This design comes from an exercise in tuning for small area and a short achievable clock period on the open sky130 flow, not from production work.
The RTL was checked by simulation tests, not by an equivalence proof against the original design.
The flow treats the clock pin as an ideal source. Dropping or thinning the clock tree relies on that and would not hold on a real chip.
Power and IR drop assume default switching activity.

Setup of run 1:
==> flow/design.v <==
module xbar_alloc_top (
   input  logic         clk,
   input  logic         rst,
   input  logic [24:0]  req,
   input  logic [4:0]   req_tail,
   input  logic [4:0]   out_ready,
   output logic [24:0]  select,
   output logic [4:0]   grant
);
   lag_xbar_allocator #(.np(5), .max_links_num(1)) u_alloc (
      .clk       (clk),
      .rst       (rst),
      .req       (req),
      .req_tail  (req_tail),
      .out_ready (out_ready),
      .select    (select),
      .grant     (grant)
   );
endmodule

module lag_xbar_allocator #(
   parameter int np            = 5,
   parameter int max_links_num = 2,
   localparam int N            = np * max_links_num,
   localparam int W            = (N > 1) ? $clog2(N) : 1
) (
   input  logic                  clk,
   input  logic                  rst,
   input  logic [N-1:0][N-1:0]   req,
   input  logic [N-1:0]          req_tail,
   input  logic [N-1:0]          out_ready,
   output logic [N-1:0][N-1:0]   select,
   output logic [N-1:0]          grant
);
   logic [N-1:0][W-1:0] pos;
   logic [N-1:0]        lock;
   logic [N-1:0][W-1:0] pos_nxt;
   logic [N-1:0]        lock_nxt;
   function automatic logic [W-1:0] care_mask(input int i);
      logic [W-1:0] m;
      logic         ok;
      m = '1;
      for (int b = W - 1; b >= 0; b--) begin
         ok = 1'b1;
         for (int v = 0; v < N; v++)
            if (v != i && ((W'(v) ^ W'(i)) & m & ~(W'(1) << b)) == '0) ok = 1'b0;
         if (ok) m[b] = 1'b0;
      end
      care_mask = m;
   endfunction
   always_comb begin
      logic [N-1:0] c;      
      logic [N-1:0] pd;     
      logic [N-1:0] m;      
      logic [N-1:0] hi;     
      logic         nhb, ncb, anyhi;
      logic         free;
      select = '0;
      for (int o = 0; o < N; o++) begin
         for (int i = 0; i < N; i++) begin
            c[i]  = req[i][o];
            pd[i] = ((pos[o] ^ W'(i)) & care_mask(i)) == '0;
         end
         m[0] = pd[0];
         for (int i = 1; i < N; i++) m[i] = m[i-1] | pd[i];
         hi = c & m;
         anyhi = |hi;
         free = !lock[o];
         nhb = 1'b1;
         ncb = 1'b1;
         for (int i = 0; i < N; i++) begin
            select[o][i] = out_ready[o] && !rst && c[i] &&
                           (pd[i] || (free && (m[i] ? nhb : (!anyhi && ncb))));
            nhb = nhb & !hi[i];
            ncb = ncb & !c[i];
         end
      end
   end
   always_comb begin
      grant = '0;
      for (int o = 0; o < N; o++) begin
         grant = grant | select[o];
      end
   end
   always_comb begin
      logic any;
      for (int o = 0; o < N; o++) begin
         any         = |select[o];
         pos_nxt[o]  = any ? '0 : pos[o];
         lock_nxt[o] = 1'b0;
         for (int i = 0; i < N; i++) begin
            if (select[o][i]) pos_nxt[o] = pos_nxt[o] | (req_tail[i] ? W'((i + 1) % N) : W'(i));
            lock_nxt[o] = lock_nxt[o] | (select[o][i] & !req_tail[i]);
         end
         if (!any) lock_nxt[o] = lock[o];
      end
   end
   always_ff @(posedge clk or posedge rst) begin
      if (rst) begin
         pos  <= '0;
         lock <= '0;
      end else begin
         pos  <= pos_nxt;
         lock <= lock_nxt;
      end
   end
endmodule
Settings: LEC_CHECK=0, CAP_MARGIN=20, CORE_MARGIN=2, CORE_UTILIZATION=30, SLEW_MARGIN=20; clock period 11.5 ns.
standard.sh (not shown) runs the stock make flow with config.mk's settings and CLKGATE_MAP_FILE= SYNTH_SCRIPT=/design/flow/synth_recipe.tcl, a recipe that flattens the netlist after the stock synthesis.
==> flow/flow/run.sh <==
#!/bin/bash
# The standard layout with these changes:
#  - synthesis maps logic with flow/abc_area.script (synth_recipe.tcl plus flow/abc_hook.tcl)
#  - the port buffers are the smallest plain buffer instead of the delay buffer
#    buffer_ports picks by default
#  - clock tree: no dummy load cells, and no root buffer (flow/post_cts.tcl)
#  - after CTS, gate upsizing toward a setup slack of flow/margin ns (flow/post_cts.tcl)
set -euo pipefail
export BUFFER_PORTS_ARGS="-buffer_cell sky130_fd_sc_hd__buf_1"
export CTS_ARGS="-sink_clustering_enable -repair_clock_nets -dont_use_dummy_load -buf_list sky130_fd_sc_hd__clkbuf_8 -root_buf sky130_fd_sc_hd__clkbuf_8 -tree_buf sky130_fd_sc_hd__clkbuf_8 -sink_clustering_size 30 -sink_clustering_max_diameter 100"
export FLOW_DIR_OWN=$PWD/flow
export POST_CTS_TCL=$PWD/flow/post_cts.tcl
export MY_ABC_SCRIPT=$PWD/flow/abc_area.script
{ head -n 1 synth_recipe.tcl; cat flow/abc_hook.tcl; tail -n +2 synth_recipe.tcl; } > my_synth.tcl
sed "s#SYNTH_SCRIPT=[^ ]*#SYNTH_SCRIPT=$PWD/my_synth.tcl#" standard.sh > my_standard.sh
grep -q "SYNTH_SCRIPT=$PWD/my_synth.tcl" my_standard.sh
bash my_standard.sh > standard.log 2>&1
==> flow/flow/abc_area.script <==
strash
&get -n
&deepsyn -T 60
&put
map -D 2200
topo
upsize -c -D 1000
dnsize -c -D 1000
==> flow/flow/drop_clock_root.tcl <==
# Drop the clock tree's root buffer: the clock port then drives the first-level
# buffers directly (two pins, under the port's fan-out limit).
proc drop_clock_root {} {
  set block [ord::get_db_block]
  set root [$block findInst clkbuf_0_clk]
  if { $root == "NULL" } { return }
  set in_net ""
  set out_net ""
  foreach it [$root getITerms] {
    set mt [$it getMTerm]
    if { [$mt getSigType] != "SIGNAL" } { continue }
    if { [$mt getIoType] == "INPUT" } { set in_net [$it getNet] }
    if { [$mt getIoType] == "OUTPUT" } { set out_net [$it getNet] }
  }
  set loads {}
  foreach it [$out_net getITerms] {
    if { [$it getInst] != $root } { lappend loads $it }
  }
  if { [llength $loads] > 3 } { return }
  foreach it $loads {
    $it disconnect
    $it connect $in_net
  }
  odb::dbInst_destroy $root
  odb::dbNet_destroy $out_net
  puts "dropped clock root buffer; clock port now drives [llength $loads] buffers"
}
==> flow/flow/margin <==
0
==> flow/flow/post_cts.tcl <==
# After CTS: drop the clock tree's root buffer (flow/drop_clock_root.tcl), then upsize
# gates on the slowest input-to-output paths until the setup slack reaches flow/margin
# ns (gate sizing only: no buffers, no restructuring), then legalize the placement again.
source $::env(FLOW_DIR_OWN)/drop_clock_root.tcl
drop_clock_root
set margin [string trim [exec cat $::env(FLOW_DIR_OWN)/margin]]
estimate_parasitics -placement
repair_timing -setup -setup_margin $margin -sequence sizeup -skip_last_gasp -verbose
detailed_placement
check_placement -verbose
Other scripts of this flow, unchanged in this note and not shown: flow/flow/abc_hook.tcl
Modified inputs, run 2 compared to run 1
diff --git a/flow/flow/run.sh b/flow/flow/run.sh
--- a/flow/flow/run.sh
+++ b/flow/flow/run.sh
@@ -2 +2 @@
-# The standard layout with these changes:
+# The standard layout with two changes:
@@ -6,2 +6 @@
-#  - clock tree: no dummy load cells, and no root buffer (flow/post_cts.tcl)
-#  - after CTS, gate upsizing toward a setup slack of flow/margin ns (flow/post_cts.tcl)
+#  - clock tree: small buffers, one sink cluster, no dummy load cells
@@ -11,2 +9,0 @@
-export FLOW_DIR_OWN=$PWD/flow
-export POST_CTS_TCL=$PWD/flow/post_cts.tcl
==> flow/flow/abc_area.script <==
strash
dch -f
map -a
mfs2
strash
dch -f
map -a
topo
upsize -c -D 1000
dnsize -c -D 1000
removed: flow/flow/drop_clock_root.tcl
removed: flow/flow/margin
removed: flow/flow/post_cts.tcl
==> comparison <==
Every stage of the flow completed for run 2, and the final layout passed the timing, design-rule and antenna checks.
Between run 2 and run 1, the total placed instance area is higher for run 2.
Looking at combinational power across run 2 and run 1, the one that comes out lower is run 1.
Area fraction in and, or, nand and nor cells after synthesis delta for run 2 relative to run 1: 3.6 points higher
Run 1 → run 2: fraction of power consumed by the clock network has increased; met2 track demand over resource shows no meaningful change.
Compare run 2 and run 1 | final net count lower: run 1
Summary of run 2 over run 1: die footprint saw an increase, iteration count of the initial detailed-routing pass shows an increase of 1, chip height up 3.9%.
Inputs modified between run 2 and run 3:
==> flow/flow/abc_area.script <==
strash
dch -f
map -a
mfs2
strash
dch -f
map -a
topo
buffer -c
upsize -c
dnsize -c
==> run summary <==
Run 3 vs run 2 — total cell area at the placement stage climbed slightly. [compare] base=run 2 new=run 3: slew at the pin closest to its max-slew limit dropped 0.28 ns; wire length down about 0.33%; relative area change from synthesis to final layout flat; portion of the clock cycle consumed by the worst path in the final layout decreased by 2.6 points relative to the old numbers. ~same fraction of area in registers in run 3 and run 2.
Inputs modified between run 3 and run 4:
- CORE_UTILIZATION: 30 -> 50
diff --git a/flow/flow/run.sh b/flow/flow/run.sh
--- a/flow/flow/run.sh
+++ b/flow/flow/run.sh
@@ -2 +2 @@
-# The standard layout with two changes:
+# The standard layout with these changes:
@@ -6 +6,2 @@
-#  - clock tree: small buffers, one sink cluster, no dummy load cells
+#  - clock tree: no dummy load cells, and no root buffer (flow/post_cts.tcl)
+#  - after CTS, gate upsizing toward a setup slack of flow/margin ns (flow/post_cts.tcl)
@@ -9,0 +11,2 @@
+export FLOW_DIR_OWN=$PWD/flow
+export POST_CTS_TCL=$PWD/flow/post_cts.tcl
==> flow/flow/abc_area.script <==
strash
&get -n
&deepsyn -T 60
&put
map -a
topo
upsize -c -D 1000
dnsize -c -D 1000
==> flow/flow/drop_clock_root.tcl (new file) <==
# Drop the clock tree's root buffer: the clock port then drives the first-level
# buffers directly (two pins, under the port's fan-out limit).
proc drop_clock_root {} {
  set block [ord::get_db_block]
  set root [$block findInst clkbuf_0_clk]
  if { $root == "NULL" } { return }
  set in_net ""
  set out_net ""
  foreach it [$root getITerms] {
    set mt [$it getMTerm]
    if { [$mt getSigType] != "SIGNAL" } { continue }
    if { [$mt getIoType] == "INPUT" } { set in_net [$it getNet] }
    if { [$mt getIoType] == "OUTPUT" } { set out_net [$it getNet] }
  }
  set loads {}
  foreach it [$out_net getITerms] {
    if { [$it getInst] != $root } { lappend loads $it }
  }
  if { [llength $loads] > 3 } { return }
  foreach it $loads {
    $it disconnect
    $it connect $in_net
  }
  odb::dbInst_destroy $root
  odb::dbNet_destroy $out_net
  puts "dropped clock root buffer; clock port now drives [llength $loads] buffers"
}
==> flow/flow/margin (new file) <==
5.2
==> flow/flow/post_cts.tcl (new file) <==
# After CTS: drop the clock tree's root buffer (flow/drop_clock_root.tcl), then upsize
# gates on the slowest input-to-output paths until the setup slack reaches flow/margin
# ns (gate sizing only: no buffers, no restructuring), then legalize the placement again.
source $::env(FLOW_DIR_OWN)/drop_clock_root.tcl
drop_clock_root
set margin [string trim [exec cat $::env(FLOW_DIR_OWN)/margin]]
estimate_parasitics -placement
repair_timing -setup -setup_margin $margin -sequence sizeup -skip_last_gasp -verbose
detailed_placement
check_placement -verbose
==> comparison <==
Placed cell count ended up 70 lower on run 4 than on run 3. Power consumption ends up lower on run 4. Core utilization, run 4 and run 3: larger value in run 4. On synthesized area per cell: between run 4 and run 3, it ends up higher for run 4. Global-route wire length before repair shrinks by a little under 10% when moving from run 3 to run 4. Between run 4 and run 3, the final instance area is higher for run 3. In summary, run 4 completed successfully, with a layout that passed the timing, design-rule and antenna checks. Going from run 3 to run 4, largest driver fanout on the critical path now smaller; inserted tap cell count now smaller. The final cell count in run 4 was lower than what run 3 gave. The met3 layer usage reported by global route on run 3 is in line with that on run 4.

[separate check: timing with driven ports]
Ports are ideal in the flow. The routed layouts listed here were re-timed in OpenROAD.
Step 1: set_driving_cell puts a clkbuf_16 on clk and a buf_2 on each other input, an assumption about the parent block.
Step 2 adds t to the input delays and takes it off the output delays; t is the mean of the earliest and latest rising clock arrival at the registers after step 1. Input paths then give back, and output paths get back, about the clock's delay inside the block.
Slacks: no drivers / after step 1 / after step 2; pairs: no drivers / after step 1.
| run | t (ns) | slack for setup (ns) | hold slack, ns |
|---|---|---|---|
| run 1 | 0.168 | 4.878 / 4.857 / 4.857 | 0.547 / 0.547 / 0.547 |
| run 2 | 0.279 | 4.705 / 4.683 / 4.683 | 0.527 / 0.527 / 0.527 |
| run 3 | 0.274 | 5.008 / 4.984 / 4.984 | 0.505 / 0.505 / 0.505 |
| run 4 | 0.167 | 4.911 / 4.873 / 4.873 | 0.574 / 0.574 / 0.574 |
After both steps every run listed still meets setup and hold. The setup slack of run 4, which loses most, moves by -0.038 ns with the drivers and by -0.038 ns with both steps.
